Source: an optimization exercise on an open RTL-to-GDS flow (aim: small area). Production flows keep margins and buffers that such runs may drop.
The RTL was checked by simulation tests, not by an equivalence proof against the original design.
No activity file was given, so power comes from the tool's default toggle rates.

`flow/flow/run.sh`:
```
#!/bin/bash
# Own layout flow: the standard ORFS flow (standard.sh, unchanged synthesis)
# with the combinational logic re-mapped for area after floorplan
# (flow/restructure.tcl), smaller port buffers, and a clock tree without
# dummy loads built from clkbuf_8 sink clusters.
# Each tool's full output goes to a log file in this folder; ORFS also keeps
# its per-step logs under orfs/logs/.
set -euo pipefail
here=$(pwd)
export RMP_DIR="$here/rmp"
export POST_FLOORPLAN_TCL="$here/flow/restructure.tcl"
export BUFFER_PORTS_ARGS="-buffer_cell sky130_fd_sc_hd__buf_1"
export CTS_ARGS="-sink_clustering_enable -repair_clock_nets -dont_use_dummy_load -buf_list sky130_fd_sc_hd__clkbuf_8 -sink_clustering_size 20 -sink_clustering_max_diameter 50"
bash standard.sh finish > standard_flow.log 2>&1
```
`flow/flow/restructure.tcl`:
```
# POST_FLOORPLAN hook: re-map the combinational logic of the standard
# synthesis for area with OpenROAD's restructure (ABC). Registers are not
# touched; placement and the later repair steps fix slew and timing.
# restructure maps to every cell of the liberty file it is given, so it gets
# a copy without the cells the platform marks don't-use.
set src [lindex $::env(LIB_FILES) 0]
file mkdir $::env(RMP_DIR)
set lib $::env(RMP_DIR)/restructure_cells.lib
set dont_use {}
foreach pat $::env(DONT_USE_CELLS) { lappend dont_use $pat }
set in [open $src r]
set out [open $lib w]
set skip 0
set depth 0
while {[gets $in line] >= 0} {
  if {!$skip && [regexp {^\s*cell\s*\(\s*"?([A-Za-z0-9_]+)"?\s*\)} $line -> name]} {
    foreach pat $dont_use {
      if {[string match $pat $name]} { set skip 1; set depth 0; break }
    }
  }
  if {$skip} {
    incr depth [expr {[string length $line] - [string length [string map {"\{" ""} $line]]}]
    incr depth [expr {[string length [string map {"\}" ""} $line]] - [string length $line]}]
    if {$depth <= 0 && [string first "\}" $line] >= 0} { set skip 0 }
    continue
  }
  puts $out $line
}
close $in
close $out
puts "Area before restructure: [sta::format_area [rsz::design_area] 0]"
restructure -target area -liberty_file $lib \
  -tielo_port sky130_fd_sc_hd__conb_1/LO -tiehi_port sky130_fd_sc_hd__conb_1/HI \
  -work_dir $::env(RMP_DIR) -abc_logfile $::env(RMP_DIR)/abc.log
puts "Area after restructure: [sta::format_area [rsz::design_area] 0]"
foreach inst [get_cells *] {
  set m [get_property [get_lib_cells -of_objects $inst] name]
  foreach pat $dont_use {
    if {[string match $pat $m]} { error "restructure placed don't-use cell $m" }
  }
}
```
`flow/standard.sh`:
```
#!/bin/bash
# synth_recipe.tcl (not shown) runs the flow's synth.tcl, then flattens the netlist and writes it again
# the make line also repeats each setting of config.mk as NAME=value (left out here)
make -C /OpenROAD-flow-scripts/flow DESIGN_CONFIG=/design/flow/config.mk WORK_HOME=/design/flow/orfs CLKGATE_MAP_FILE= SYNTH_SCRIPT=/design/flow/synth_recipe.tcl "${@:-finish}"
```
`flow/config.mk`:
```
export PLATFORM = sky130hd
export DESIGN_NAME = reindeer_mm_timer_hub
export DESIGN_NICKNAME = reindeer_mm_timer_hub
export VERILOG_FILES = /design/flow/design.v
export SDC_FILE = /design/flow/constraint.sdc
export NUM_CORES = 4
export LEC_CHECK = 0
export ABC_AREA = 1
export CAP_MARGIN = 20
export CORE_MARGIN = 2
export CORE_UTILIZATION = 55
export GPL_TIMING_DRIVEN = 0
export PLACE_DENSITY = 0.7
export SLEW_MARGIN = 20
```
`flow/constraint.sdc`:
```
create_clock -name core_clock -period 5.0 [get_ports {clk}]
set_input_delay 1.0000 -clock core_clock [delete_from_list [all_inputs] [get_ports {clk}]]
set_output_delay 1.0000 -clock core_clock [all_outputs]
set_load 0.01 [all_outputs]
```
`flow/design.v`:
```
package reindeer_mm_timer_hub_pkg;
    localparam int XLEN       = 32;
    localparam int XLEN_BYTES = XLEN / 8;
    localparam int REG_MTIME_LO   = 0;
    localparam int REG_MTIME_HI   = 1;
    localparam int REG_PRESCALER  = 2;
    localparam int REG_IRQ_EN     = 3;
    localparam int REG_IRQ_STATUS = 4;
    localparam int CMP_BASE       = 8;
    localparam logic [0:0] ST_IDLE = 1'b0;
    localparam logic [0:0] ST_WAIT = 1'b1;
endpackage
import reindeer_mm_timer_hub_pkg::*;
module reindeer_mm_timer_hub
#(
    parameter int              NUM_CMP       = 8,
    parameter int              ADDR_BITS     = 16,
    parameter int              PRESCALE_BITS = 8,
    parameter int              WB_TIMEOUT    = 255,
    parameter logic [XLEN-1:0] ERR_WORD      = 32'hDEAD_BEEF
) (
    input  logic                  clk,
    input  logic                  reset_n,
    input  logic                  sync_reset,
    input  logic                  data_read_enable,
    input  logic [XLEN_BYTES-1:0] data_write_enable,
    input  logic [ADDR_BITS-1:0]  data_rw_addr,
    input  logic [XLEN-1:0]       data_write_word,
    output logic                  WB_RD_CYC_O,
    output logic                  WB_RD_STB_O,
    output logic [ADDR_BITS-1:0]  WB_RD_ADR_O,
    input  logic [XLEN-1:0]       WB_RD_DAT_I,
    input  logic                  WB_RD_ACK_I,
    output logic                  WB_WR_CYC_O,
    output logic                  WB_WR_STB_O,
    output logic                  WB_WR_WE_O,
    output logic [XLEN_BYTES-1:0] WB_WR_SEL_O,
    output logic [ADDR_BITS-1:0]  WB_WR_ADR_O,
    output logic [XLEN-1:0]       WB_WR_DAT_O,
    input  logic                  WB_WR_ACK_I,
    output logic                  enable_out,
    output logic [XLEN-1:0]       word_out,
    output logic                  write_busy,
    output logic                  bus_error,
    output logic [NUM_CMP-1:0]    timer_irq,
    output logic                  timer_triggered
);
    localparam logic [ADDR_BITS-1:0] LOCAL_TOP = ADDR_BITS'(7 + 2 * NUM_CMP);
    localparam int                   TMO_BITS  = $clog2(WB_TIMEOUT + 1);
    localparam logic [TMO_BITS-1:0]  TMO_LAST  = TMO_BITS'(WB_TIMEOUT - 1);
    localparam int                   NW        = 2 * NUM_CMP;
    logic                     clr;
    logic                     rd_busy, wr_busy;
    logic [TMO_BITS-1:0]      rd_timer, wr_timer;
    logic                     rd_done, wr_done, rd_start, rd_local;
    logic [PRESCALE_BITS-1:0] prescaler, count;
    logic                     tick;
    logic [NUM_CMP-1:0]       irq_en, cmp_hit;
    logic [XLEN-1:0]          ncmpw [NW];   
    logic [63:0]              mtime, mtime_inc, mtime_d;
    logic [6:0]               ones;
    logic [7:0]               bcin;
    logic                     mtime_up;
    logic [XLEN-1:0]          local_rdata, wdat_clr;
    logic                     is_local, wr_accept, local_wr, ext_wr;
    logic                     lo_wr, hi_wr, presc_wr, irqen_wr;
    logic [4:0]               a;
    assign clr = !reset_n || sync_reset;
    assign a   = data_rw_addr[4:0];
    assign is_local  = (data_rw_addr <= LOCAL_TOP);
    assign wr_accept = (|data_write_enable) && !wr_busy && !sync_reset;
    assign local_wr  = wr_accept && is_local;
    assign ext_wr    = wr_accept && !is_local;
    assign lo_wr    = local_wr && a == 5'd0;
    assign hi_wr    = local_wr && a == 5'd1;
    assign presc_wr = local_wr && a == 5'd2;
    assign irqen_wr = local_wr && a == 5'd3;
    assign write_busy      = wr_busy || ext_wr;
    assign timer_irq       = cmp_hit & irq_en;
    assign timer_triggered = |timer_irq;
    assign WB_RD_CYC_O = rd_busy;
    assign WB_RD_STB_O = rd_busy;
    assign WB_WR_CYC_O = wr_busy;
    assign WB_WR_STB_O = wr_busy;
    assign WB_WR_WE_O  = wr_busy;
    assign tick = (count == prescaler);
    always_ff @(posedge clk) begin
        if (clr || presc_wr || tick) count <= '0;
        else                         count <= count + 1'b1;
    end
    always_ff @(posedge clk) begin
        if (clr) begin
            prescaler <= '0;
            irq_en    <= '0;
        end else begin
            if (presc_wr && data_write_enable[0]) prescaler <= data_write_word[PRESCALE_BITS-1:0];
            if (irqen_wr && data_write_enable[0]) irq_en    <= data_write_word[NUM_CMP-1:0];
        end
    end
    assign mtime_up = tick && !lo_wr && !hi_wr;
    always_comb begin
        bcin[0] = mtime_up;
        for (int b = 1; b < 8; b++) bcin[b] = bcin[b-1] && ones[b-1];
        for (int b = 0; b < 8; b++) mtime_inc[8*b +: 8] = mtime[8*b +: 8] + {7'd0, bcin[b]};
        for (int b = 0; b < XLEN_BYTES; b++) begin
            if (clr)
                mtime_d[8*b +: 8] = 8'd0;
            else if (lo_wr && data_write_enable[b])
                mtime_d[8*b +: 8] = data_write_word[8*b +: 8];
            else
                mtime_d[8*b +: 8] = mtime_inc[8*b +: 8];
            if (clr)
                mtime_d[32+8*b +: 8] = 8'd0;
            else if (hi_wr && data_write_enable[b])
                mtime_d[32+8*b +: 8] = data_write_word[8*b +: 8];
            else
                mtime_d[32+8*b +: 8] = mtime_inc[32+8*b +: 8];
        end
    end
    always_ff @(posedge clk) begin
        mtime <= mtime_d;
        for (int b = 0; b < 7; b++) ones[b] <= &mtime_d[8*b +: 8];
    end
    function automatic logic ge64(input logic [63:0] x, input logic [63:0] ny);
        logic [7:0] g, p;
        logic [3:0] g1, p1;
        logic [1:0] g2, p2;
        for (int blk = 0; blk < 8; blk++) begin
            g[blk] = 1'b0;
            p[blk] = 1'b1;
            for (int i = 8 * blk; i < 8 * blk + 8; i++) begin
                g[blk] = (x[i] & ny[i]) | ((x[i] | ny[i]) & g[blk]);
                p[blk] = p[blk] & (x[i] | ny[i]);
            end
        end
        g[0] = g[0] | p[0];   
        for (int i = 0; i < 4; i++) begin
            g1[i] = g[2*i+1] | (p[2*i+1] & g[2*i]);
            p1[i] = p[2*i+1] & p[2*i];
        end
        for (int i = 0; i < 2; i++) begin
            g2[i] = g1[2*i+1] | (p1[2*i+1] & g1[2*i]);
            p2[i] = p1[2*i+1] & p1[2*i];
        end
        ge64 = g2[1] | (p2[1] & g2[0]);
    endfunction
    assign wdat_clr = ~data_write_word & ~{XLEN{clr}};
    always_ff @(posedge clk) begin
        for (int j = 0; j < NW; j++) begin
            for (int b = 0; b < XLEN_BYTES; b++) begin
                if (clr || (local_wr && data_write_enable[b] && a == 5'(8 + j)))
                    ncmpw[j][8*b +: 8] <= wdat_clr[8*b +: 8];
            end
        end
    end
    always_ff @(posedge clk or negedge reset_n) begin
        if (!reset_n) begin
            cmp_hit <= '0;
        end else begin
            for (int k = 0; k < NUM_CMP; k++)
                cmp_hit[k] <= !sync_reset && ge64(mtime, {ncmpw[2*k+1], ncmpw[2*k]});
        end
    end
    logic [NW-1:0] rsel_c;
    logic [4:0]    rsel_l;
    always_comb begin
        for (int j = 0; j < NW; j++) rsel_c[j] = (a == 5'(8 + j));
        for (int r = 0; r < 5; r++)  rsel_l[r] = (a == 5'(r));
        local_rdata = '0;
        for (int j = 0; j < NW; j++) local_rdata = local_rdata | (~ncmpw[j] & {XLEN{rsel_c[j]}});
        local_rdata = local_rdata | (mtime[31:0] & {XLEN{rsel_l[0]}}) | (mtime[63:32] & {XLEN{rsel_l[1]}});
        local_rdata[PRESCALE_BITS-1:0] = local_rdata[PRESCALE_BITS-1:0] | (prescaler & {PRESCALE_BITS{rsel_l[2]}});
        local_rdata[NUM_CMP-1:0] = local_rdata[NUM_CMP-1:0] | (irq_en & {NUM_CMP{rsel_l[3]}}) | (cmp_hit & {NUM_CMP{rsel_l[4]}});
    end
    assign rd_done  = rd_busy && (WB_RD_ACK_I || rd_timer == TMO_LAST);
    assign rd_start = !rd_busy && data_read_enable;
    assign rd_local = rd_start && is_local;
    always_ff @(posedge clk) begin
        if (rd_busy) rd_timer <= rd_timer + 1'b1;
        else         rd_timer <= '0;
    end
    always_ff @(posedge clk or negedge reset_n) begin
        if (!reset_n) begin
            rd_busy     <= 1'b0;
            enable_out  <= 1'b0;
            word_out    <= '0;
            WB_RD_ADR_O <= '0;
        end else if (sync_reset) begin
            rd_busy     <= 1'b0;
            enable_out  <= 1'b0;
            word_out    <= '0;
            WB_RD_ADR_O <= '0;
        end else begin
            enable_out <= rd_local || rd_done;
            if (rd_busy) rd_busy <= !rd_done;
            else         rd_busy <= data_read_enable && !is_local;
            if (rd_local)
                word_out <= local_rdata;
            else if (rd_done)
                word_out <= WB_RD_ACK_I ? WB_RD_DAT_I : ERR_WORD;
            if (rd_start && !is_local)
                WB_RD_ADR_O <= data_rw_addr;
        end
    end
    assign wr_done = wr_busy && (WB_WR_ACK_I || wr_timer == TMO_LAST);
    always_ff @(posedge clk) begin
        if (wr_busy) wr_timer <= wr_timer + 1'b1;
        else         wr_timer <= '0;
    end
    always_ff @(posedge clk or negedge reset_n) begin
        if (!reset_n) begin
            wr_busy     <= 1'b0;
            bus_error   <= 1'b0;
            WB_WR_SEL_O <= '0;
            WB_WR_ADR_O <= '0;
            WB_WR_DAT_O <= '0;
        end else if (sync_reset) begin
            wr_busy     <= 1'b0;
            bus_error   <= 1'b0;
            WB_WR_SEL_O <= '0;
            WB_WR_ADR_O <= '0;
            WB_WR_DAT_O <= '0;
        end else begin
            bus_error <= (rd_done && !WB_RD_ACK_I) || (wr_done && !WB_WR_ACK_I);
            if (wr_busy) wr_busy <= !wr_done;
            else         wr_busy <= ext_wr;
            if (ext_wr) begin
                WB_WR_SEL_O <= data_write_enable;
                WB_WR_ADR_O <= data_rw_addr;
                WB_WR_DAT_O <= data_write_word;
            end
        end
    end
endmodule
```
==> out/qor.csv, run 1 <==
stage;metric;value;unit
run_status;outcome;finished with violations;
run_status;SO Viols;setup timing;
finish;share of layout cells above drive strength 1;7.084;%
global_route;GR Util met3;9.230;%
power;Sw Share;26.59;%
place;I/O Buffers;206;
clock_tree;H-Tree Depth;3;
clock_tree;CTS tree;built;
worst_hold_path;Min-Delay Path Class;input pin to async pin;
critical_path;largest stage delay on the critical path;0.75;ns
power;Comb power frac;7.2;%
flow_run;MaxCap Viol Count;0;
finish;Final nets;3353;
clock_tree;buffer depth of the longest clock path;3;
critical_path;crit-path max FO;17;
critical_path;Critical Path Most Common Cell;o21ai_0;
timing;final setup vio count;1;
clock_tree;Hold-fix buffers, CTS;0;
timing;Peak Freq;192.1;MHz
drt;DRT Pass-1 Iters;10;
power;Final Power;11960;uW
timing;fin crit share;104.1;%
timing;normalized max-slew margin;19.76;%
place;HPWL Detailed;103.4;mm
synthesis;syn_area_per_cell;8.793;sq um
power;Sw Pwr;3182;uW
global_route;initial antenna violation count;3;
floorplanning;Initial Util;55.75;%
power;pwr dens;316.0;nW/um^2
floorplanning;Die Wd;265.4;um
synthesis;EDFF count, synth;512;
global_route;most crowded layer after global routing;met2;
finish;post-route insts no fill;4140;
finish;Fillers;5690;
power;Clock Power Share;30.8;%
synthesis;Syn Std Cell Area;37570;sq um
global_route;GR Util All Layers;39.87;%
global_route;global-route wire length before repair;203.3;mm
clock_tree;CTS Buf Count;88;
synthesis;post-synth cell types;57;
synthesis;yosys warns;2;
critical_path;Worst EP arrival;5.81;ns
drt;DR vias/cell;7.635;
floorplanning;chip height;265.4;um
synthesis;flops & latches, synth;735;
timing;Fin Clk Skew;0.08110;ns
global_route;vias in the first global route;29550;
drt;Residual DRC;0;
synthesis;FFs w/ async S/R, synth;15.24;%
global_route;largest net degree at the start of global routing;74;
global_route;met2 Track Usage GR;62.98;%
synthesis;commonest cells in the synthesized netlist;nand2_1 (831), nor2_1 (608), edfxtp_1 (512);
drt;vias;31610;
critical_path;worst-case reg-to-reg path depth;16;
power;Pleak;0.01243;uW
power;worst vdd ir;0.0002169;V
finish;final instance area;37870;sq um
place;dpl ws;-2.652;ns
floorplanning;# IOs;207;
critical_path;worst r2r src;mtime[18]$_DFF_P_;
synthesis;Mapped Nets;4384;
critical_path;Worst Setup End Kind;flop;
critical_path;Crit Reg-Reg Endpoint;cmp_hit[6]$_DFF_PN0_;
synthesis;dominant cell type by area after synthesis;edfxtp_1;
timing;Final Max Tran Viols;0;
drt;wire per inst;35.00;um
critical_path;Worst Path Buf+Inv;1;
timing;Worst Tran Pin Value;1.204;ns
synthesis;Post-synth top flop;edfxtp_1;
synthesis;most common cell in the netlist;nand2_1;
drt;routed wire length;144.9;mm
critical_path;Setup Crit Path Kind;flop to flop;
synthesis;Area contributors post-synth;edfxtp_1 (41%), nand2_1 (8.3%), dfrtp_1 (7.5%), nor2_1 (6.1%), dfxtp_1 (5.9%);
place;Post-DP Area;36370;sq um
critical_path;Critical-path top delay cell;nor3_1;
clock_tree;worst skew pair latency;0.76;ns
floorplanning;core area;67400;sq um
critical_path;WP data required;5.60;ns
critical_path;crit path cell chain;o22ai_1 -> clkinv_1 -> a222oi_1 -> nor2_1 -> a221oi_1 -> o21ai_0 -> o21ai_0 -> o21ai_0 -> a31oi_2 -> nor2_1 -> a211oi_2 -> nor3_1 -> nor3_1 -> or4_1 -> o2111ai_1 -> nor2b_1;
clock_tree;Root Buffer;clkbuf_8;
critical_path;Largest delay share family, worst path;compound AO/OA/AOI/OAI gates;
floorplanning;row count;95;
synthesis;post-synth top area share;40.92;%
critical_path;CP Launch Type;flop;
drt;DR iter-0 viols;5539;
clock_tree;Clock Pin Slew Worst Setup and Hold Paths;0.09;ns
global_route;met1 Track Usage GR;52.03;%
finish;area delta synth->final;0.7793;%
timing;min Tclk post-route;5.206;ns
floorplanning;Die ar.;70420;sq um
timing;Fin. Hold Viols;0;
power;Seq pwr share;62.0;%
place;Post-Place Cells;4036;
synthesis;Gate Count Post-Synth;4273;
synthesis;sequential area share after synthesis;54.29;%
timing;setup slack after layout;-0.2063;ns
timing;setup tns final;-0.2063;ns
clock_tree;count of clock tree sinks;735;
place;routability cong.;1.013;
critical_path;flop-to-flop setup slack;-0.21;ns
power;P_int;8783;uW
global_route;gr ovfl total;0;
drt;Final ANT Viol Nets;0;
## stage by stage
step	utilization [%]	hold slack (ns)
2_1_floorplan	-	0.4297
4_1_cts	55.91	0.3303
5_1_grt	56.18	0.3880
3_5_place_dp	53.97	0.4427
6_report	56.18	0.3452
3_3_place_gp	52.76	0.4347
## worst register-to-register path: cells and delay by family, from the launching register on
family | cells | cell delay (ns)
compound gates | 9 | 2.94
flops | 1 | 0.54
simple gates | 6 | 1.51
buf+inv | 1 | 0.12
## flip-flops by register name, indices dropped and copies added, names as in the netlist, 16 cells and up
| register | flops |
|---|---|
| ncmpw | 512 |
| word_out | 32 |
| WB_WR_DAT_O | 32 |
| WB_RD_ADR_O | 16 |
| WB_WR_ADR_O | 16 |
| mtime | 64 |
## cell families (layout without fill, tap and decap cells)
group	Yosys count	count (layout)	synth area share, %
AO/OA/AOI/OAI	954	1313	15.54
adder cells (fa/ha/maj)	21	0	0.6993
buffers and inverters	601	669	6.191
AND/OR/NAND/NOR	1880	543	21.16
XOR/XNOR	50	1	1.166
flip-flops	735	735	54.29
multiplexers	32	0	0.9591
other	0	6	0
## repair_timing
| action | 4_1_cts | 5_1_grt |
|---|---|---|
| endpoints found under the setup margin | 45 | 19 |
| setup buffers | 3 | 5 |
| gates resized for setup | 19 | 29 |
| gates cloned | 0 | 0 |
| pin swaps | 3 | 7 |
## worst max path at each step
stage	from	end	slack, ns	depth (start not counted)
final	mtime[18]$_DFF_P_	cmp_hit[6]$_DFF_PN0_	-0.21	16
after global placement	reset_n	ncmpw[6][10]$_DFFE_PP_	-10.35	4
after detailed placement	sync_reset	ones[5]$_DFF_P_	-2.65	25
after global routing	data_write_enable[0]	ones[2]$_DFF_P_	-0.05	23
after floorplan	data_rw_addr[4]	ones[6]$_DFF_P_	1.52	22
after CTS	data_rw_addr[1]	ones[5]$_DFF_P_	-0.003	28
## power groups by stage
stage / registers, uW / logic [uW] / clock network (uW)
after floorplan: 7330 / 538 / 0
after global placement: 7510 / 756 / 0
after detailed placement: 7520 / 822 / 0
after CTS: 7390 / 826 / 3690
after global routing: 7440 / 894 / 3920
final: 7420 / 859 / 3690
## cell usage in the layout (no fill, tap or decap), drive strengths merged, types with 20 or more instances in the layout
cell type / n
o22a: 57
o32ai: 32
o22ai: 492
dfrtp: 112
o21a: 29
a32o: 36
a21oi: 86
clkbuf: 96
o221ai: 41
a22oi: 80
a222oi: 92
dfxtp: 111
nor2: 180
or3: 20
or4: 64
clkinv: 321
o21ai: 186
a22o: 35
buf: 248
nor3: 62
o221a: 29
nand2: 81
edfxtp: 512
nor4: 65
## cell type report
cell class	count	area (sq um)	area share, %
inverter	325	1250	3.301
buffer	3	11.26	0.02974
tap	873	1092	2.885
sequential	735	20400	53.88
clock buffer	88	1211	3.199
multi-input combinational	1857	12360	32.64
antenna	6	15.01	0.03965
timing repair buffer	253	1524	4.025
## routing by layer
layer	vias to the layer above	wire, um
met5	-	11
li1	12870	-
met3	475	18940
met4	2	7910
met2	2637	66020
met1	15620	52040
==> inputs of run 2 (changes only) <==
--- a/flow/config.mk
+++ b/flow/config.mk
@@ -9,6 +9,5 @@
 export CAP_MARGIN = 20
 export CORE_MARGIN = 2
 export CORE_UTILIZATION = 55
-export GPL_TIMING_DRIVEN = 0
 export PLACE_DENSITY = 0.7
 export SLEW_MARGIN = 20
==> out/qor.csv, run 2 <==
stage;metric;value;unit;change
run_status;outcome;timing/DRC/antenna clean;;
synthesis;yosys warns;2;;unchanged
synthesis;EDFF count, synth;512;;unchanged
finish;Core Util, Final;56.94;%;+0.76 points
floorplanning;core area;67400;sq um;unchanged
finish;share of layout cells above drive strength 1;9.216;%;+2.1 points
clock_tree;H-Tree Depth;3;;unchanged
power;Comb power frac;7.5;%;+0.3 points
global_route;GR Util All Layers;42.54;%;+2.7 points
timing;setup slack after layout;0.2599;ns;+0.4662 ns
critical_path;Worst EP arrival;5.31;ns;-0.50 ns
global_route;global-route wire length before repair;215.8;mm;+6.1%
critical_path;crit-path max FO;20;;+3
synthesis;complex-gate fraction of the synthesized area;15.53;%;unchanged
global_route;initial antenna violation count;7;;+4
critical_path;CP Launch Type;flop;;
synthesis;Syn Std Cell Area;37570;sq um;unchanged
drt;DR vias/cell;7.586;;-0.64%
floorplanning;Die ar.;70420;sq um;unchanged
timing;min Tclk post-route;4.740;ns;-0.4662 ns
finish;most common library cell in the layout ignoring fill and taps;edfxtp_1;;
place;routability cong.;1.035;;+2.2%
power;Clock Power Share;29.8;%;-1.0 points
drt;Final ANT Viol Nets;0;;unchanged
clock_tree;buffer depth of the longest clock path;3;;unchanged
worst_hold_path;HP Start;rd_timer[7]$_SDFF_PN0_;;
timing;Worst Tran Pin Value;1.169;ns;-0.03487 ns
timing;Peak Freq;211.0;MHz;+9.8%
flow_run;MaxCap Viol Count;0;;unchanged
power;Seq pwr share;62.7;%;+0.7 points
drt;wire per inst;35.87;um;+2.5%
place;HPWL Detailed;108.6;mm;+5.0%
timing;final setup vio count;0;;-1
clock_tree;Post-CTS Setup Repair Bufs;0;;-3
timing;Final Max Tran Viols;0;;unchanged
floorplanning;chip height;265.4;um;unchanged
power;Sw Pwr;3166;uW;-0.49%
clock_tree;Hold-fix buffers, CTS;0;;unchanged
clock_tree;Root Buffer;clkbuf_8;;
place;dpl ws;-0.1346;ns;+2.517 ns
synthesis;Post-synth top flop;edfxtp_1;;
finish;Reg area;20400;sq um;about the same
floorplanning;Die Wd;265.4;um;unchanged
synthesis;mux share of post-synthesis cell area;0.9591;%;unchanged
timing;normalized max-slew margin;22.00;%;+2.2 points
floorplanning;row count;95;;unchanged
finish;post-route insts no fill;4284;;+3.5%
clock_tree;count of clock tree sinks;735;;unchanged
synthesis;post-synth cell types;57;;unchanged
drt;vias;32500;;+2.8%
worst_hold_path;Hold Path Sink;rd_timer[7]$_SDFF_PN0_;;
finish;biggest regs;ncmpw (512), mtime (64);;
critical_path;worst-case reg-to-reg path depth;14;;-2
drt;routed wire length;153.7;mm;+6.0%
worst_hold_path;Min-Delay Path Class;flop to flop;;
clock_tree;CTS Buf Count;82;;-6.8%
timing;Fin. Hold Viols;0;;unchanged
timing;fin crit share;94.80;%;-9.3 points
finish;area delta synth->final;2.138;%;
global_route;gr ovfl total;0;;unchanged
power;Pleak;0.01291;uW;+3.9%
global_route;vias in the first global route;30430;;+3.0%
floorplanning;# IOs;207;;unchanged
critical_path;Crit Reg-Reg Endpoint;cmp_hit[4]$_DFF_PN0_;;
synthesis;Post-Synth Simple-Gate Area;21.16;%;unchanged
finish;max reg flops;512;;unchanged
global_route;largest net degree at the start of global routing;64;;-14%
synthesis;post-synth top area share;40.92;%;unchanged
synthesis;Gate Count Post-Synth;4273;;unchanged
power;Sw Share;26.68;%;+0.086 points
critical_path;Setup Crit Path Kind;flop to flop;;
synthesis;sequential area share after synthesis;54.29;%;unchanged
critical_path;Worst Setup End Kind;flop;;
synthesis;flops & latches, synth;735;;unchanged
synthesis;Area contributors post-synth;edfxtp_1 (41%), nand2_1 (8.3%), dfrtp_1 (7.5%), nor2_1 (6.1%), dfxtp_1 (5.9%);;
finish;area occupied by multi-input gates;12130;sq um;-1.9%
timing;RSZ-0062 raised after global routing;false;;
synthesis;Synth Area in Adders;0.6993;%;unchanged
timing;Fin Clk Skew;0.08567;ns;+0.004575 ns
critical_path;WP data required;5.57;ns;-0.03 ns
clock_tree;Clock Pin Slew Worst Setup and Hold Paths;0.10;ns;about the same
synthesis;commonest cells in the synthesized netlist;nand2_1 (831), nor2_1 (608), edfxtp_1 (512);;
synthesis;largest family of logic cells by synthesized area;simple AND/OR/NAND/NOR gates;;
power;worst vdd ir;0.0002146;V;-1.1%
clock_tree;CTS tree;built;;
synthesis;FFs w/ async S/R, synth;15.24;%;unchanged
finish;Final nets;3499;;+4.4%
power;P_int;8701;uW;-0.93%
critical_path;flop-to-flop setup slack;0.26;ns;+0.47 ns
clock_tree;post-cts sizing count;0;;-19
finish;most frequent cells in the layout;edfxtp_1 (512), o22ai_1 (492), clkinv_1 (322), buf_1 (205), buf_4 (194);;
synthesis;post-synthesis xor/xnor area fraction;1.166;%;unchanged
timing;setup tns final;0;ns;+0.2063 ns
synthesis;Mapped Nets;4384;;unchanged
timing;worst hold slack;0.4667;ns;+0.1214 ns
finish;Fillers;5755;;+1.1%
critical_path;worst r2r src;mtime[2]$_DFF_P_;;
power;pwr dens;309.2;nW/um^2;-2.1%
synthesis;most common cell in the netlist;nand2_1;;
drt;DRT Pass-1 Iters;10;;unchanged
synthesis;syn_area_per_cell;8.793;sq um;unchanged
clock_tree;worst skew pair latency;0.74;ns;-0.02 ns
drt;Residual DRC;0;;unchanged
worst_hold_path;WHS Path Cells;2;;
synthesis;dominant cell type by area after synthesis;edfxtp_1;;
finish;Top reg by flops;ncmpw;;
place;I/O Buffers;206;;unchanged
drt;DR iter-0 viols;5780;;+4.4%
place;Post-Place Cells;4198;;+4.0%
floorplanning;Initial Util;55.75;%;unchanged
-- run 2: cell counts after synthesis --
Identical to the previous run, type by type.
-- run 2: metal layers --
metal	wire, um	global-route usage, %	vias up
li1	-	-	13160
met1	54750	54.69	15870
met2	67640	64.89	2859
met3	20840	11.72	609
met4	10390	24.57	6
met5	36	0	-
-- run 2: kinds of logic after synthesis --
family | after synthesis
buf+inv | 601
xor+xnor | 50
simple gates | 1880
flops | 735
fa+ha+maj | 21
compound gates | 954
mux | 32
-- run 2: worst max-delay path by stage --
stage,startpoint,end,slack [ns],depth (start not counted)
floorplan,data_rw_addr[4],ones[6]$_DFF_P_,1.52,22
global placement,data_write_enable[0],mtime[47]$_DFF_P_,-0.15,27
detailed placement,data_write_enable[0],ones[5]$_DFF_P_,-0.13,26
CTS,data_write_enable[0],ones[5]$_DFF_P_,0.54,26
global route,data_write_enable[0],ones[2]$_DFF_P_,0.02,25
finish,mtime[2]$_DFF_P_,cmp_hit[4]$_DFF_PN0_,0.26,14
-- run 2: through the flow --
stage	cell area (sq um)	power, uW
6_report	38380	11870
5_1_grt	38370	12160
4_1_cts	38360	11820
3_5_place_dp	37230	8394
3_3_place_gp	37230	8372
2_1_floorplan	37570	7872
-- run 2: layout make-up --
cell class / count / share of cell area (%)
Tap cell: 873 / 2.846
Timing Repair Buffer: 408 / 6.237
Multi-Input combinational cell: 1857 / 31.61
Antenna cell: 4 / 0.02608
Clock buffer: 82 / 2.941
Sequential cell: 735 / 53.16
Inverter: 325 / 3.182
-- run 2: critical path, stage by stage, from the launching register on --
cell and delay [ns]:
dfxtp_1 0.58, a22oi_1 0.29, a21oi_1 0.13, o22ai_1 0.19, o21ai_0 0.16, a222oi_1 0.63
o21a_1 0.30, a2bb2oi_1 0.69, o31a_1 0.37, nor4_1 0.09, a2111oi_1 0.32, buf_4 0.23
or4_1 0.12, o2111ai_1 0.25, nor2b_1 0.23
-- run 2: power groups by stage --
| stage | Sequential [uW] | Combinational (uW) | Clock (uW) |
|---|---|---|---|
| floorplan | 7330 | 538 | 0 |
| global placement | 7530 | 842 | 0 |
| detailed placement | 7540 | 857 | 0 |
| CTS | 7410 | 860 | 3560 |
| global route | 7460 | 929 | 3770 |
| finish | 7440 | 889 | 3540 |
==> inputs of run 3 (changes only) <==
--- a/flow/config.mk
+++ b/flow/config.mk
@@ -9,5 +9,7 @@
 export CAP_MARGIN = 20
 export CORE_MARGIN = 2
 export CORE_UTILIZATION = 55
+export GPL_TIMING_DRIVEN = 0
 export PLACE_DENSITY = 0.7
+export SETUP_SLACK_MARGIN = 0.4
 export SLEW_MARGIN = 20
==> out/qor.csv, run 3 <==
stage;metric;value;unit;change
run_status;outcome;timing/DRC/antenna clean;;
critical_path;Worst EP arrival;5.32;ns;about the same
clock_tree;H-Tree Depth;3;;unchanged
global_route;global-route wire length before repair;203.7;mm;-5.6%
clock_tree;CTS tree;built;;
timing;worst hold slack;0.3454;ns;-0.1213 ns
synthesis;most common cell in the netlist;nand2_1;;
timing;min Tclk post-route;4.724;ns;-0.01597 ns
critical_path;Worst Setup End Kind;flop;;
clock_tree;buffer depth of the longest clock path;3;;unchanged
global_route;GR Util All Layers;39.97;%;-2.6 points
critical_path;Worst Path Buf+Inv;3;;+2
place;I/O Buffers;206;;unchanged
synthesis;Mapped Nets;4384;;unchanged
global_route;largest net degree at the start of global routing;74;;+16%
drt;DRT Pass-1 Iters;9;;-1
synthesis;syn_area_per_cell;8.793;sq um;unchanged
global_route;initial antenna violation count;3;;-4
drt;routed wire length;145.3;mm;-5.5%
place;HPWL Detailed;103.4;mm;-4.8%
clock_tree;Root Buffer;clkbuf_8;;
finish;Core Util, Final;56.39;%;-0.55 points
finish;post-route insts no fill;4141;;-3.3%
worst_hold_path;Min-Delay Path Class;input pin to async pin;;
place;routability cong.;1.013;;-2.1%
drt;Residual DRC;0;;unchanged
power;pwr dens;315.0;nW/um^2;+1.9%
power;worst vdd ir;0.0002293;V;+6.9%
synthesis;yosys warns;2;;unchanged
synthesis;sequential area share after synthesis;54.29;%;unchanged
synthesis;complex-gate fraction of the synthesized area;15.53;%;unchanged
timing;setup slack after layout;0.2759;ns;+0.01597 ns
synthesis;flops & latches, synth;735;;unchanged
finish;Top reg by flops;ncmpw;;
synthesis;post-synth cell types;57;;unchanged
critical_path;Largest delay share family, worst path;simple AND/OR/NAND/NOR gates;;
floorplanning;Die Wd;265.4;um;unchanged
critical_path;CP Launch Type;input pin;;
flow_run;MaxCap Viol Count;0;;unchanged
synthesis;FFs w/ async S/R, synth;15.24;%;unchanged
power;Final Power;11970;uW;+0.87%
timing;fin crit share;94.48;%;-0.32 points
finish;Final nets;3355;;-4.1%
synthesis;mux share of post-synthesis cell area;0.9591;%;unchanged
timing;Fin. Hold Viols;0;;unchanged
critical_path;crit path cell chain;buf_1 -> nor4_1 -> o2111ai_4 -> or2_4 -> buf_4 -> nand2b_1 -> nor2_1 -> clkinv_1 -> o221ai_1 -> nor2_1 -> nand4_1 -> nor4_1;;
synthesis;Post-Synth Simple-Gate Area;21.16;%;unchanged
drt;DR iter-0 viols;5442;;-5.8%
timing;RSZ-0062 raised after global routing;true;;
critical_path;Critical-path top delay cell;nor2_1;;
timing;normalized max-slew margin;18.97;%;-3.0 points
finish;most frequent cells in the layout;edfxtp_1 (512), o22ai_1 (492), clkinv_1 (312), buf_1 (202), nor2_1 (129);;
synthesis;largest family of logic cells by synthesized area;simple AND/OR/NAND/NOR gates;;
critical_path;crit-path max FO;20;;unchanged
clock_tree;worst skew pair latency;0.75;ns;about the same
floorplanning;row count;95;;unchanged
global_route;gr ovfl total;0;;unchanged
place;Post-Place Cells;4036;;-3.9%
drt;Final ANT Viol Nets;0;;unchanged
clock_tree;Hold-fix buffers, CTS;0;;unchanged
finish;Fillers;5673;;-1.4%
synthesis;Post-synth top flop;edfxtp_1;;
synthesis;post-synthesis xor/xnor area fraction;1.166;%;unchanged
timing;Peak Freq;211.7;MHz;+0.34%
timing;Final Max Tran Viols;0;;unchanged
place;dpl ws;-2.652;ns;-2.517 ns
clock_tree;Clock Pin Slew Worst Setup and Hold Paths;0.09;ns;about the same
power;Pleak;0.01245;uW;-3.6%
drt;vias;31560;;-2.9%
finish;share of layout cells above drive strength 1;7.876;%;-1.3 points
floorplanning;core area;67400;sq um;unchanged
synthesis;post-synth top area share;40.92;%;unchanged
timing;Worst Tran Pin Value;1.211;ns;+0.04223 ns
floorplanning;# IOs;207;;unchanged
critical_path;WP data required;5.60;ns;+0.03 ns
finish;area delta synth->final;1.149;%;
synthesis;Syn Std Cell Area;37570;sq um;unchanged
floorplanning;chip height;265.4;um;unchanged
synthesis;EDFF count, synth;512;;unchanged
synthesis;dominant cell type by area after synthesis;edfxtp_1;;
synthesis;commonest cells in the synthesized netlist;nand2_1 (831), nor2_1 (608), edfxtp_1 (512);;
synthesis;Synth Area in Adders;0.6993;%;unchanged
synthesis;Gate Count Post-Synth;4273;;unchanged
clock_tree;CTS Buf Count;88;;+7.3%
floorplanning;Die ar.;70420;sq um;unchanged
global_route;vias in the first global route;29640;;-2.6%
floorplanning;Initial Util;55.75;%;unchanged
finish;biggest regs;ncmpw (512), mtime (64);;
timing;final setup vio count;0;;unchanged
timing;Fin Clk Skew;0.07393;ns;-0.01174 ns
finish;most common library cell in the layout ignoring fill and taps;edfxtp_1;;
critical_path;largest stage delay on the critical path;0.79;ns;+0.10 ns
clock_tree;count of clock tree sinks;735;;unchanged
drt;wire per inst;35.08;um;-2.2%
drt;DR vias/cell;7.621;;+0.45%
finish;max reg flops;512;;unchanged
synthesis;Area contributors post-synth;edfxtp_1 (41%), nand2_1 (8.3%), dfrtp_1 (7.5%), nor2_1 (6.1%), dfxtp_1 (5.9%);;
critical_path;Setup Crit Path Kind;input pin to flop;;
## run 3: cell types whose count changed in the layout (fill, tap and decap cells not counted), moves of 7 or more
cell / delta
or3_1: -10
o21ai_0: -61
nor4_1: -7
buf_4: -175
nor2_2: +29
buf_16: +7
buf_12: +9
o21ai_1: +60
nor2_1: -34
clkinv_1: -10
## run 3: final cells by class
class / instances / area (sq um) / share of cell area (%)
flip-flops and latches: 735 / 20400 / 53.68
diodes: 5 / 12.51 / 0.03292
multi-input cells: 1857 / 12480 / 32.84
clock buffers: 88 / 1211 / 3.187
inverters: 325 / 1259 / 3.312
well taps: 873 / 1092 / 2.874
plain buffers: 3 / 11.26 / 0.02963
repair buffers: 255 / 1536 / 4.043
## run 3: power by group
group | internal, uW | switching, uW | total, uW
Sequential | 6980 | 445 | 7420
Combinational | 253 | 608 | 861
Clock | 1550 | 2130 | 3690
Total | 8780 | 3190 | 12000
## run 3: final timing paths
kind / start / to / slack [ns] / cells after the start
worst max-delay path: data_rw_addr[14] / ones[4]$_DFF_P_ / 0.28 / 12
worst min-delay path: reset_n / WB_WR_DAT_O[6]$_DFFE_PN0P_ / 0.35 / 1
worst max register to register: mtime[10]$_DFF_P_ / cmp_hit[4]$_DFF_PN0_ / 0.42 / 13
worst min register to register: wr_timer[7]$_SDFF_PN0_ / wr_timer[7]$_SDFF_PN0_ / 0.46 / 1
max in group asynchronous: reset_n / cmp_hit[0]$_DFF_PN0_ / 3.73 / 3
min in group core_clock: wr_timer[7]$_SDFF_PN0_ / wr_timer[7]$_SDFF_PN0_ / 0.46 / 1
## run 3: logic make-up after synthesis
| kind of cell | count (synthesis) |
|---|---|
| compound gates | 954 |
| xor+xnor | 50 |
| fa+ha+maj | 21 |
| buf+inv | 601 |
| flops | 735 |
| mux | 32 |
| simple gates | 1880 |
## run 3: metrics by stage
step                       TNS, ns  area (sq um)
after floorplan                  0         37570
after global placement    -9752.69         35560
after detailed placement   -102.84         36370
after CTS                        0         37800
after global routing             0         38000
final                            0         38000
## run 3: what timing repair did
action,CTS,global route
resized for setup,39,37
setup buffers,7,3
pin swaps,8,5
endpoints found under the setup margin,57,22
## run 3: worst register-to-register path, delay by kind of cell (launching register included)
family	cells	cell delay (ns)
AO/OA/AOI/OAI	9	3.30
AND/OR/NAND/NOR	3	0.57
buffers and inverters	1	0.09
flip-flops	1	0.52
## run 3: layer usage
| metal | global-route usage [%] | up-vias | wire length, um |
|---|---|---|---|
| met3 | 9.378 | 468 | 19530 |
| met1 | 52.03 | 15580 | 51840 |
| met2 | 63.29 | 2653 | 65920 |
| met5 | 0 | - | 10 |
| met4 | 19.16 | 2 | 7943 |
| li1 | - | 12860 | - |
==> inputs of run 4 (changes only) <==
--- a/flow/config.mk
+++ b/flow/config.mk
@@ -6,10 +6,10 @@
 export NUM_CORES = 4
 export LEC_CHECK = 0
 export ABC_AREA = 1
-export CAP_MARGIN = 20
+export CAP_MARGIN = 10
 export CORE_MARGIN = 2
 export CORE_UTILIZATION = 55
 export GPL_TIMING_DRIVEN = 0
 export PLACE_DENSITY = 0.7
 export SETUP_SLACK_MARGIN = 0.4
-export SLEW_MARGIN = 20
+export SLEW_MARGIN = 10
==> out/qor.csv, run 4 <==
stage;metric;value;unit;change
synthesis;yosys warns;2;;unchanged
synthesis;EDFF count, synth;512;;unchanged
finish;Final nets;3363;;+0.24%
global_route;largest net degree at the start of global routing;109;;+47%
synthesis;most common cell in the netlist;nand2_1;;
synthesis;commonest cells in the synthesized netlist;nand2_1 (831), nor2_1 (608), edfxtp_1 (512);;
global_route;GR Util All Layers;39.99;%;about the same
finish;area delta synth->final;1.498;%;
flow_run;MaxCap Viol Count;0;;unchanged
critical_path;worst-case reg-to-reg path depth;13;;unchanged
finish;Top reg by flops;ncmpw;;
drt;DRT Pass-1 Iters;9;;unchanged
power;worst vdd ir;0.0001967;V;-14%
critical_path;CP Launch Type;input pin;;
clock_tree;buffer depth of the longest clock path;3;;unchanged
drt;Residual DRC;0;;unchanged
finish;most frequent cells in the layout;edfxtp_1 (512), o22ai_1 (492), clkinv_1 (307), buf_1 (202), o21ai_0 (153);;
synthesis;post-synth top area share;40.92;%;unchanged
synthesis;Gate Count Post-Synth;4273;;unchanged
floorplanning;Die Wd;265.4;um;unchanged
global_route;vias in the first global route;29690;;+0.16%
timing;normalized max-slew margin;9.133;%;-9.8 points
drt;routed wire length;144.5;mm;-0.51%
place;routability cong.;1.013;;unchanged
clock_tree;Hold-fix buffers, CTS;0;;unchanged
finish;max reg flops;512;;unchanged
timing;Fin. Hold Viols;0;;unchanged
global_route;initial antenna violation count;4;;+1
timing;Worst Tran Pin Value;1.351;ns;+0.1396 ns
timing;final setup vio count;0;;unchanged
synthesis;post-synth cell types;57;;unchanged
place;HPWL Detailed;103.7;mm;+0.22%
timing;fin crit share;95.96;%;+1.5 points
timing;Peak Freq;208.4;MHz;-1.5%
floorplanning;row count;95;;unchanged
synthesis;dominant cell type by area after synthesis;edfxtp_1;;
timing;Fin Clk Skew;0.05832;ns;-0.01562 ns
synthesis;flops & latches, synth;735;;unchanged
finish;share of layout cells above drive strength 1;8.132;%;+0.26 points
clock_tree;CTS Buf Count;90;;+2.3%
synthesis;Syn Std Cell Area;37570;sq um;unchanged
synthesis;Area contributors post-synth;edfxtp_1 (41%), nand2_1 (8.3%), dfrtp_1 (7.5%), nor2_1 (6.1%), dfxtp_1 (5.9%);;
synthesis;syn_area_per_cell;8.793;sq um;unchanged
finish;biggest regs;ncmpw (512), mtime (64);;
clock_tree;H-Tree Depth;3;;unchanged
worst_hold_path;Min-Delay Path Class;input pin to async pin;;
synthesis;Post-synth top flop;edfxtp_1;;
synthesis;Mapped Nets;4384;;unchanged
critical_path;worst r2r src;mtime[10]$_DFF_P_;;
critical_path;Setup Crit Path Kind;input pin to flop;;
finish;most common library cell in the layout ignoring fill and taps;edfxtp_1;;
floorplanning;Die ar.;70420;sq um;unchanged
timing;RSZ-0062 raised after global routing;true;;
clock_tree;count of clock tree sinks;735;;unchanged
timing;Final Max Tran Viols;0;;unchanged
timing;setup slack after layout;0.2018;ns;-0.07410 ns
synthesis;FFs w/ async S/R, synth;15.24;%;unchanged
power;pwr dens;314.3;nW/um^2;-0.20%
drt;DR iter-0 viols;5559;;+2.1%
drt;wire per inst;34.86;um;-0.63%
critical_path;Worst EP arrival;5.36;ns;+0.04 ns
global_route;global-route wire length before repair;204.2;mm;+0.26%
drt;Final ANT Viol Nets;0;;unchanged
floorplanning;chip height;265.4;um;unchanged
drt;vias;31390;;-0.54%
critical_path;WP data required;5.56;ns;-0.04 ns
global_route;gr ovfl total;0;;unchanged
critical_path;crit-path max FO;32;;+60%
power;Pleak;0.01252;uW;+0.56%
clock_tree;Root Buffer;clkbuf_8;;
drt;DR vias/cell;7.571;;-0.66%
clock_tree;worst skew pair latency;0.73;ns;-0.02 ns
critical_path;flop-to-flop setup slack;0.37;ns;-0.05 ns
floorplanning;# IOs;207;;unchanged
critical_path;Worst Setup End Kind;flop;;
clock_tree;Clock Pin Slew Worst Setup and Hold Paths;0.10;ns;about the same
floorplanning;core area;67400;sq um;unchanged
clock_tree;CTS tree;built;;
place;dpl ws;-2.670;ns;-0.01779 ns
floorplanning;Initial Util;55.75;%;unchanged
timing;min Tclk post-route;4.798;ns;+0.07410 ns
timing;worst hold slack;0.2257;ns;-0.1197 ns
place;I/O Buffers;206;;unchanged
run_status;outcome;timing/DRC/antenna clean;;
synthesis;sequential area share after synthesis;54.29;%;unchanged
critical_path;Crit Reg-Reg Endpoint;cmp_hit[4]$_DFF_PN0_;;
-- run 4: report_power, final --
group          switching, uW  internal (uW)
sequential               444           6980
clock                   2120           1590
combinational            602            254
-- run 4: timing repair --
action,CTS,global route
setup endpoints to repair,56,23
gates resized for setup,41,51
pin swaps,8,9
buffers inserted,5,7
-- run 4: area by class of cell --
class	instances	area, sq um
repair buffers	261	1640
well taps	873	1092
flip-flops and latches	735	20400
clock buffers	90	1239
inverters	325	1262
multi-input cells	1857	12480
plain buffers	3	11.26
fillers	5652	29260
diodes	2	5.005
-- run 4: critical path: stages --
cell and delay (ns):
buf_1 0.09, nor4_1 0.66, o2111ai_4 0.26, nor3_2 0.72
buf_6 0.26, clkinv_2 0.64, or4_1 0.78, nor4_1 0.79
o32ai_1 0.14
-- run 4: worst max path at each step --
stage / cells after the start / startpoint / end
floorplan: 22 / data_rw_addr[4] / ones[6]$_DFF_P_
global placement: 4 / reset_n / ncmpw[6][10]$_DFFE_PP_
detailed placement: 25 / sync_reset / ones[5]$_DFF_P_
CTS: 26 / prescaler[7]$_SDFFE_PN0P_ / ones[5]$_DFF_P_
global route: 9 / data_rw_addr[14] / word_out[10]$_DFFE_PN0P_
finish: 9 / data_rw_addr[14] / word_out[10]$_DFFE_PN0P_
-- run 4: per-layer routing --
layer  part of all wire [%]  global-route usage, %  wire length [um]
met5                  0.031                      0                45
met4                    6.0                  20.34              8625
met3                     13                  8.980             18720
met2                     45                  62.77             65110
met1                     36                  52.33             52010
-- run 4: cells by family (layout without fill, tap and decap cells) --
kind of cell	after synthesis	count (layout)	share of synthesized area (%)
AOI/OAI and AO/OA	954	1313	15.54
xor gates and xnor gates	50	1	1.166
adders and majority gates	21	0	0.6993
buffers and inverters	601	679	6.191
DFF	735	735	54.29
muxes	32	0	0.9591
other	0	2	0
and+or+nand+nor	1880	543	21.16
-- run 4: per-stage QoR --
stage | util, % | std cells | setup TNS, ns | instance area, sq um | total power [uW]
after floorplan | - | 4273 | 0 | 37570 | 7872
after global placement | 52.76 | 3999 | -9752.69 | 35560 | 8269
after detailed placement | 53.98 | 4036 | -75.80 | 36380 | 8336
after CTS | 56.12 | 4131 | 0 | 37820 | 11940
after global routing | 56.58 | 4146 | 0 | 38140 | 12290
final | 56.58 | 4146 | 0 | 38140 | 11990
==> inputs of run 5 (changes only) <==
--- a/flow/flow/run.sh
+++ b/flow/flow/run.sh
@@ -10,5 +10,5 @@
 export RMP_DIR="$here/rmp"
 export POST_FLOORPLAN_TCL="$here/flow/restructure.tcl"
 export BUFFER_PORTS_ARGS="-buffer_cell sky130_fd_sc_hd__buf_1"
-export CTS_ARGS="-sink_clustering_enable -repair_clock_nets -dont_use_dummy_load -buf_list sky130_fd_sc_hd__clkbuf_8 -sink_clustering_size 20 -sink_clustering_max_diameter 50"
+export CTS_ARGS="-sink_clustering_enable -repair_clock_nets -dont_use_dummy_load -buf_list sky130_fd_sc_hd__clkbuf_8 -sink_clustering_size 26 -sink_clustering_max_diameter 50"
 bash standard.sh finish > standard_flow.log 2>&1
--- a/flow/config.mk
+++ b/flow/config.mk
@@ -6,10 +6,8 @@
 export NUM_CORES = 4
 export LEC_CHECK = 0
 export ABC_AREA = 1
-export CAP_MARGIN = 10
+export CAP_MARGIN = 20
 export CORE_MARGIN = 2
 export CORE_UTILIZATION = 55
-export GPL_TIMING_DRIVEN = 0
 export PLACE_DENSITY = 0.7
-export SETUP_SLACK_MARGIN = 0.4
-export SLEW_MARGIN = 10
+export SLEW_MARGIN = 20
==> out/qor.csv, run 5 <==
stage;metric;value;unit;change
critical_path;Critical-path top delay cell;a2bb2oi_1;;
timing;Final Max Tran Viols;0;;unchanged
timing;Peak Freq;211.0;MHz;+1.2%
clock_tree;worst skew pair latency;0.74;ns;about the same
timing;Fin. Hold Viols;0;;unchanged
place;Post-DP Area;37230;sq um;+2.3%
clock_tree;Post-CTS Setup Repair Bufs;0;;-5
critical_path;Worst EP arrival;5.31;ns;-0.05 ns
finish;most frequent cells in the layout;edfxtp_1 (512), o22ai_1 (492), clkinv_1 (322), buf_1 (205), buf_4 (194);;
finish;final instance area;38380;sq um;+0.63%
finish;biggest regs;ncmpw (512), mtime (64);;
synthesis;yosys warns;2;;unchanged
floorplanning;Die ar.;70420;sq um;unchanged
drt;wire per inst;35.87;um;+2.9%
drt;routed wire length;153.7;mm;+6.3%
place;I/O Buffers;206;;unchanged
drt;DRT Pass-1 Iters;10;;+1
timing;Worst Tran Pin Value;1.169;ns;-0.1818 ns
timing;min Tclk post-route;4.740;ns;-0.05812 ns
floorplanning;chip height;265.4;um;unchanged
synthesis;sequential area share after synthesis;54.29;%;unchanged
finish;max reg flops;512;;unchanged
drt;Final ANT Viol Nets;0;;unchanged
critical_path;Setup Crit Path Kind;flop to flop;;
timing;normalized max-slew margin;22.00;%;+13 points
clock_tree;CTS Buf Count;82;;-8.9%
synthesis;post-synth cell types;57;;unchanged
critical_path;crit-path max FO;20;;-38%
finish;area delta synth->final;2.138;%;
synthesis;syn_area_per_cell;8.793;sq um;unchanged
critical_path;largest stage delay on the critical path;0.69;ns;-0.10 ns
drt;Residual DRC;0;;unchanged
synthesis;most common cell in the netlist;nand2_1;;
finish;Top reg by flops;ncmpw;;
clock_tree;CTS tree;built;;
global_route;gr ovfl total;0;;unchanged
synthesis;dominant cell type by area after synthesis;edfxtp_1;;
finish;Reg area;20400;sq um;about the same
synthesis;Area contributors post-synth;edfxtp_1 (41%), nand2_1 (8.3%), dfrtp_1 (7.5%), nor2_1 (6.1%), dfxtp_1 (5.9%);;
global_route;GR Util All Layers;42.54;%;+2.6 points
synthesis;Post-synth top flop;edfxtp_1;;
clock_tree;Root Buffer;clkbuf_8;;
clock_tree;Hold-fix buffers, CTS;0;;unchanged
global_route;GR Util met3;11.72;%;+2.7 points
finish;post-route insts no fill;4284;;+3.3%
drt;DR vias/cell;7.586;;+0.21%
clock_tree;buffer depth of the longest clock path;3;;unchanged
synthesis;FFs w/ async S/R, synth;15.24;%;unchanged
power;Final Power;11870;uW;-1.0%
clock_tree;Clock Pin Slew Worst Setup and Hold Paths;0.10;ns;about the same
synthesis;EDFF count, synth;512;;unchanged
timing;Fin Clk Skew;0.08567;ns;+0.02736 ns
clock_tree;post-cts sizing count;0;;-100%
floorplanning;# IOs;207;;unchanged
place;Post-Place Cells;4198;;+4.0%
timing;worst hold slack;0.4667;ns;+0.2410 ns
global_route;initial antenna violation count;7;;+3
worst_hold_path;Min-Delay Path Class;flop to flop;;
synthesis;post-synth top area share;40.92;%;unchanged
floorplanning;Initial Util;55.75;%;unchanged
global_route;largest net degree at the start of global routing;64;;-41%
drt;vias;32500;;+3.5%
synthesis;Mapped Nets;4384;;unchanged
synthesis;flops & latches, synth;735;;unchanged
global_route;met1 Track Usage GR;54.69;%;+2.4 points
global_route;vias in the first global route;30430;;+2.5%
power;worst vdd ir;0.0002146;V;+9.1%
place;routability cong.;1.035;;+2.2%
drt;DR iter-0 viols;5780;;+4.0%
clock_tree;H-Tree Depth;3;;unchanged
run_status;outcome;timing/DRC/antenna clean;;
timing;RSZ-0062 raised after global routing;false;;
synthesis;Syn Std Cell Area;37570;sq um;unchanged
timing;fin crit share;94.80;%;-1.2 points
global_route;met2 Track Usage GR;64.89;%;+2.1 points
floorplanning;core area;67400;sq um;unchanged
finish;Fillers;5755;;+1.8%
power;Pleak;0.01291;uW;+3.1%
timing;setup tns final;0;ns;unchanged
synthesis;Gate Count Post-Synth;4273;;unchanged
finish;area occupied by multi-input gates;12130;sq um;-2.8%
synthesis;commonest cells in the synthesized netlist;nand2_1 (831), nor2_1 (608), edfxtp_1 (512);;
finish;share of layout cells above drive strength 1;9.216;%;+1.1 points
flow_run;MaxCap Viol Count;0;;unchanged
critical_path;Worst Setup End Kind;flop;;
finish;Final nets;3499;;+4.0%
critical_path;CP Launch Type;flop;;
critical_path;crit path cell chain;a22oi_1 -> a21oi_1 -> o22ai_1 -> o21ai_0 -> a222oi_1 -> o21a_1 -> a2bb2oi_1 -> o31a_1 -> nor4_1 -> a2111oi_1 -> buf_4 -> or4_1 -> o2111ai_1 -> nor2b_1;;
finish;most common library cell in the layout ignoring fill and taps;edfxtp_1;;
place;HPWL Detailed;108.6;mm;+4.8%
critical_path;WP data required;5.57;ns;about the same
timing;final setup vio count;0;;unchanged
floorplanning;Die Wd;265.4;um;unchanged
global_route;most crowded layer after global routing;met2;;
floorplanning;row count;95;;unchanged
power;pwr dens;309.2;nW/um^2;-1.6%
clock_tree;count of clock tree sinks;735;;unchanged
global_route;global-route wire length before repair;215.8;mm;+5.7%
## run 5: cell types whose count changed in the layout (fill, tap and decap cells not counted), moves of 10 or more
cell / delta
buf_4: +177
o21ai_0: +33
o21ai_1: -32
nor2_1: +29
nor2_2: -24
clkinv_1: +15
buf_12: -10
or3_1: +10
## run 5: through the flow
stage / util, % / setup slack, ns
final: 56.94 / 0.2599
after global routing: 56.93 / 0.01929
after CTS: 56.91 / 0.5415
after detailed placement: 55.24 / -0.1346
after global placement: 55.24 / -0.1484
after floorplan: - / 1.517
## run 5: layout make-up
class / count / share of cell area, %
antenna: 4 / 0.02608
clock buffer: 82 / 2.941
inverter: 325 / 3.182
multi-input combinational: 1857 / 31.61
sequential: 735 / 53.16
tap: 873 / 2.846
timing repair buffer: 408 / 6.237
## run 5: power breakdown
group          total (uW)  internal [uW]  switching, uW
sequential           7440           6970            470
clock                3540           1450           2080
combinational         889            277            613
total               11900           8700           3170
## run 5: kinds of logic after synthesis
logic type,Yosys count,share of synthesized area (%)
xor gates and xnor gates,50,1.166
buffers and inverters,601,6.191
AOI/OAI and AO/OA,954,15.54
and+or+nand+nor,1880,21.16
muxes,32,0.9591
adders and majority gates,21,0.6993
DFF,735,54.29
## run 5: worst paths after layout
path	from	endpoint	cells past startpoint	slack, ns
max in group asynchronous	reset_n	WB_RD_ADR_O[15]$_DFFE_PN0P_	3	3.05
hold / removal	rd_timer[7]$_SDFF_PN0_	rd_timer[7]$_SDFF_PN0_	2	0.47
setup / recovery	mtime[2]$_DFF_P_	cmp_hit[4]$_DFF_PN0_	14	0.26
hold reg to reg	rd_timer[7]$_SDFF_PN0_	rd_timer[7]$_SDFF_PN0_	2	0.47
min in group asynchronous	reset_n	WB_WR_DAT_O[2]$_DFFE_PN0P_	2	0.49
setup reg to reg	mtime[2]$_DFF_P_	cmp_hit[4]$_DFF_PN0_	14	0.26
## run 5: per-layer routing
metal / vias to the layer above / wire length [um] / share of wire (%)
met5: - / 36 / 0.023
met4: 6 / 10390 / 6.8
met3: 609 / 20840 / 14
met2: 2859 / 67640 / 44
met1: 15870 / 54750 / 36
li1: 13160 / - / -
## run 5: worst max-delay path, delay by kind of cell (launching register included)
family	cells	cell delay, ns
AOI/OAI and AO/OA	10	3.33
buffers and inverters	1	0.23
DFF	1	0.58
and+or+nand+nor	3	0.44
==> inputs of run 6 (changes only) <==
==> flow/flow/run.sh (replaced) <==
#!/bin/bash
# Own layout flow: the standard ORFS flow (standard.sh, unchanged synthesis)
# with the combinational logic re-mapped for area after floorplan
# (flow/restructure.tcl), smaller port buffers, and a clock tree without
# dummy loads built from clkbuf_4 and clkbuf_8 sink clusters.
# Each tool's full output goes to a log file in this folder; ORFS also keeps
# its per-step logs under orfs/logs/.
set -euo pipefail
here=$(pwd)
export RMP_DIR="$here/rmp"
export POST_FLOORPLAN_TCL="$here/flow/restructure.tcl"
export BUFFER_PORTS_ARGS="-buffer_cell sky130_fd_sc_hd__buf_1"
export CTS_ARGS="-sink_clustering_enable -repair_clock_nets -dont_use_dummy_load -buf_list \"sky130_fd_sc_hd__clkbuf_4 sky130_fd_sc_hd__clkbuf_8\" -sink_clustering_size 12 -sink_clustering_max_diameter 40"
bash standard.sh finish > standard_flow.log 2>&1
--- a/flow/config.mk
+++ b/flow/config.mk
@@ -8,6 +8,6 @@
 export ABC_AREA = 1
 export CAP_MARGIN = 20
 export CORE_MARGIN = 2
-export CORE_UTILIZATION = 55
-export PLACE_DENSITY = 0.7
+export CORE_UTILIZATION = 65
+export PLACE_DENSITY = 0.78
 export SLEW_MARGIN = 20
==> out/qor.csv, run 6 <==
stage;metric;value;unit;change
global_route;largest net degree at the start of global routing;81;;+27%
synthesis;Mapped Nets;4384;;unchanged
global_route;met1 Track Usage GR;64.16;%;+9.5 points
synthesis;most common cell in the netlist;nand2_1;;
drt;DR vias/cell;7.992;;+5.3%
drt;DR iter-0 viols;7457;;+29%
timing;Final Max Tran Viols;0;;unchanged
synthesis;largest family of logic cells by synthesized area;simple AND/OR/NAND/NOR gates;;
global_route;GR Util All Layers;49.43;%;+6.9 points
floorplanning;Die Wd;244.4;um;-7.9%
synthesis;Post-synth top flop;edfxtp_1;;
timing;setup slack after layout;0.1703;ns;-0.08960 ns
timing;Peak Freq;207.1;MHz;-1.9%
global_route;met2 Track Usage GR;71.75;%;+6.9 points
clock_tree;Clock Pin Slew Worst Setup and Hold Paths;0.06;ns;-0.04 ns
drt;wire per inst;35.88;um;about the same
finish;area delta synth->final;3.050;%;
floorplanning;# IOs;207;;unchanged
synthesis;FFs w/ async S/R, synth;15.24;%;unchanged
critical_path;Setup Crit Path Kind;flop to flop;;
power;Clock Power Share;32.2;%;+2.4 points
finish;share of layout cells above drive strength 1;10.41;%;+1.2 points
clock_tree;count of clock tree sinks;735;;unchanged
floorplanning;chip height;244.4;um;-7.9%
clock_tree;CTS Buf Count;107;;+30%
global_route;most crowded layer after global routing;met2;;
power;Sw Share;25.97;%;-0.71 points
timing;Fin Clk Skew;0.05616;ns;-0.02951 ns
critical_path;CP Launch Point;mtime[2]$_DFF_P_;;
finish;biggest regs;ncmpw (512), mtime (64);;
floorplanning;Die ar.;59740;sq um;-15%
synthesis;EDFF count, synth;512;;unchanged
place;routability cong.;1.087;;+5.0%
critical_path;Worst EP arrival;5.40;ns;+0.09 ns
run_status;outcome;timing/DRC/antenna clean;;
global_route;gr ovfl total;0;;unchanged
critical_path;worst r2r src;mtime[2]$_DFF_P_;;
drt;vias;33720;;+3.8%
synthesis;flops & latches, synth;735;;unchanged
synthesis;Area contributors post-synth;edfxtp_1 (41%), nand2_1 (8.3%), dfrtp_1 (7.5%), nor2_1 (6.1%), dfxtp_1 (5.9%);;
place;dpl ws;-0.5040;ns;-0.3694 ns
timing;Worst Tran Pin Value;1.289;ns;+0.1202 ns
synthesis;syn_area_per_cell;8.793;sq um;unchanged
synthesis;dominant cell type by area after synthesis;edfxtp_1;;
timing;worst hold slack;0.4564;ns;-0.01028 ns
power;pwr dens;318.5;nW/um^2;+3.0%
clock_tree;CTS tree;built;;
synthesis;post-synthesis xor/xnor area fraction;1.166;%;unchanged
clock_tree;Root Buffer;clkbuf_8;;
finish;Core Util, Final;67.37;%;+10 points
timing;fin crit share;96.59;%;+1.8 points
synthesis;commonest cells in the synthesized netlist;nand2_1 (831), nor2_1 (608), edfxtp_1 (512);;
global_route;initial antenna violation count;8;;+1
global_route;global-route wire length before repair;213.0;mm;-1.3%
floorplanning;Initial Util;65.37;%;+9.6 points
power;Seq pwr share;60.4;%;-2.3 points
power;worst vdd ir;0.0002350;V;+9.5%
finish;most common library cell in the layout ignoring fill and taps;edfxtp_1;;
synthesis;Gate Count Post-Synth;4273;;unchanged
synthesis;complex-gate fraction of the synthesized area;15.53;%;unchanged
synthesis;Post-Synth Simple-Gate Area;21.16;%;unchanged
flow_run;MaxCap Viol Count;0;;unchanged
critical_path;crit-path max FO;20;;unchanged
synthesis;sequential area share after synthesis;54.29;%;unchanged
place;I/O Buffers;206;;unchanged
synthesis;mux share of post-synthesis cell area;0.9591;%;unchanged
synthesis;Syn Std Cell Area;37570;sq um;unchanged
finish;Final nets;3541;;+1.2%
power;Final Power;12330;uW;+3.9%
drt;Final ANT Viol Nets;0;;unchanged
timing;normalized max-slew margin;14.07;%;-7.9 points
drt;routed wire length;151.4;mm;-1.5%
finish;max reg flops;512;;unchanged
place;HPWL Detailed;106.0;mm;-2.4%
timing;Fin. Hold Viols;0;;unchanged
critical_path;CP Launch Type;flop;;
floorplanning;core area;57480;sq um;-15%
timing;RSZ-0062 raised after global routing;false;;
clock_tree;H-Tree Depth;3;;unchanged
clock_tree;worst skew pair latency;0.73;ns;about the same
clock_tree;buffer depth of the longest clock path;3;;unchanged
global_route;vias in the first global route;30890;;+1.5%
worst_hold_path;Min-Delay Path Class;flop to flop;;
floorplanning;row count;88;;-7.4%
synthesis;yosys warns;2;;unchanged
critical_path;WP data required;5.57;ns;about the same
finish;Top reg by flops;ncmpw;;
finish;most frequent cells in the layout;edfxtp_1 (512), o22ai_1 (492), clkinv_1 (322), buf_4 (212), buf_1 (205);;
power;Sw Pwr;3203;uW;+1.2%
timing;setup tns final;0;ns;unchanged
clock_tree;Post-CTS Setup Repair Bufs;0;;unchanged
synthesis;post-synth top area share;40.92;%;unchanged
timing;min Tclk post-route;4.830;ns;+0.08960 ns
power;P_int;9130;uW;+4.9%
synthesis;Synth Area in Adders;0.6993;%;unchanged
power;Comb power frac;7.3;%;-0.2 points
drt;DRT Pass-1 Iters;16;;+6
critical_path;Worst Setup End Kind;flop;;
global_route;GR Util met3;16.29;%;+4.6 points
drt;Residual DRC;0;;unchanged
worst_hold_path;HP Start;wr_timer[7]$_SDFF_PN0_;;
power;Pleak;0.01315;uW;+1.9%
clock_tree;Hold-fix buffers, CTS;0;;unchanged
synthesis;post-synth cell types;57;;unchanged
timing;final setup vio count;0;;unchanged
-- run 6: kinds of logic after synthesis --
logic type | after synthesis
AOI/OAI and AO/OA | 954
buffers and inverters | 601
adders and majority gates | 21
and+or+nand+nor | 1880
DFF | 735
muxes | 32
xor gates and xnor gates | 50
-- run 6: worst paths after layout --
kind,slack [ns],depth (start not counted),endpoint
worst max-delay path,0.17,16,cmp_hit[6]$_DFF_PN0_
worst min-delay path,0.46,1,wr_timer[7]$_SDFF_PN0_
worst max register to register,0.17,16,cmp_hit[6]$_DFF_PN0_
worst min register to register,0.46,1,wr_timer[7]$_SDFF_PN0_
max in group asynchronous,3.01,3,WB_WR_DAT_O[15]$_DFFE_PN0P_
min in group asynchronous,0.50,2,WB_WR_ADR_O[6]$_DFFE_PN0P_
-- run 6: layout make-up --
class                   instances  area, sq um
inverters                     325         1221
fillers                      4362        18760
diodes                          5        12.51
multi-input cells            1857        12150
repair buffers                425         2509
well taps                     765        957.2
clock buffers                 107         1473
flip-flops and latches        735        20400
-- run 6: stage by stage --
stage / cell area, sq um / instances
after detailed placement: 37200 / 4107
after CTS: 38670 / 4214
after global routing: 38710 / 4214
after global placement: 37200 / 4107
after floorplan: 37570 / 4273
final: 38720 / 4219
-- run 6: worst max-delay path: stages, from the launching register on --
cell       delay [ns]
dfxtp_1          0.59
a22oi_1          0.32
a21oi_1          0.13
o22ai_1          0.16
o21ai_0          0.11
a222oi_1         0.59
o21a_1           0.32
o22ai_1          0.12
a31oi_1          0.51
nor2_1           0.11
a211oi_1         0.28
buf_4            0.21
nor3_1           0.05
nor3_1           0.61
or4_1            0.21
o2111ai_1        0.17
nor2b_1          0.19
-- run 6: repair_timing --
action                                  CTS  global route
hold endpoints to repair                  0             0
gates resized for setup                   0             5
endpoints found under the setup margin    0            10
-- run 6: power groups by stage --
stage | clock (uW) | combinational [uW] | sequential [uW]
6_report | 3980 | 906 | 7450
5_1_grt | 4200 | 935 | 7460
4_1_cts | 3960 | 866 | 7410
3_5_place_dp | 0 | 863 | 7530
3_3_place_gp | 0 | 843 | 7520
2_1_floorplan | 0 | 538 | 7330
-- run 6: per-layer routing --
layer  part of all wire (%)  vias to the layer above
li1                       -                    13250
met1                     33                    15950
met2                     41                     3672
met3                     17                      840
met4                    8.3                        8
met5                  0.039                        -

-- re-timing with driven ports --
Ports are ideal in the flow. The routed layouts listed here were re-timed in OpenROAD. Step 1 assumes that a clkbuf_16 drives the clock port and a buf_2 every other input. Step 2 moves the port delays by t, midway between the first and last clock arrival at a register: inputs arrive t later, outputs are due t later. That takes back most of the time a late clock gives input paths. Three values: ideal ports, drivers, drivers and shift; two values: the first two.
| run | t, ns | setup WS [ns] | worst hold slack (ns) |
|---|---|---|---|
| run 1 | 0.768 | -0.206 / -0.206 / -0.539 | 0.345 / 0.309 / 0.456 |
| run 2 | 0.756 | 0.260 / 0.260 / -0.316 | 0.467 / 0.451 / 0.467 |
| run 3 | 0.770 | 0.276 / 0.312 / -0.458 | 0.345 / 0.309 / 0.457 |
| run 4 | 0.771 | 0.202 / 0.240 / -0.531 | 0.226 / 0.186 / 0.466 |
| run 5 | 0.756 | 0.260 / 0.260 / -0.316 | 0.467 / 0.451 / 0.467 |
| run 6 | 0.762 | 0.170 / 0.170 / -0.463 | 0.456 / 0.456 / 0.456 |
With both steps, setup timing fails in 5 of these runs, where it was met with ideal ports. The setup slack of run 3, which loses most, moves by +0.036 ns with the drivers and by -0.734 ns with both steps.
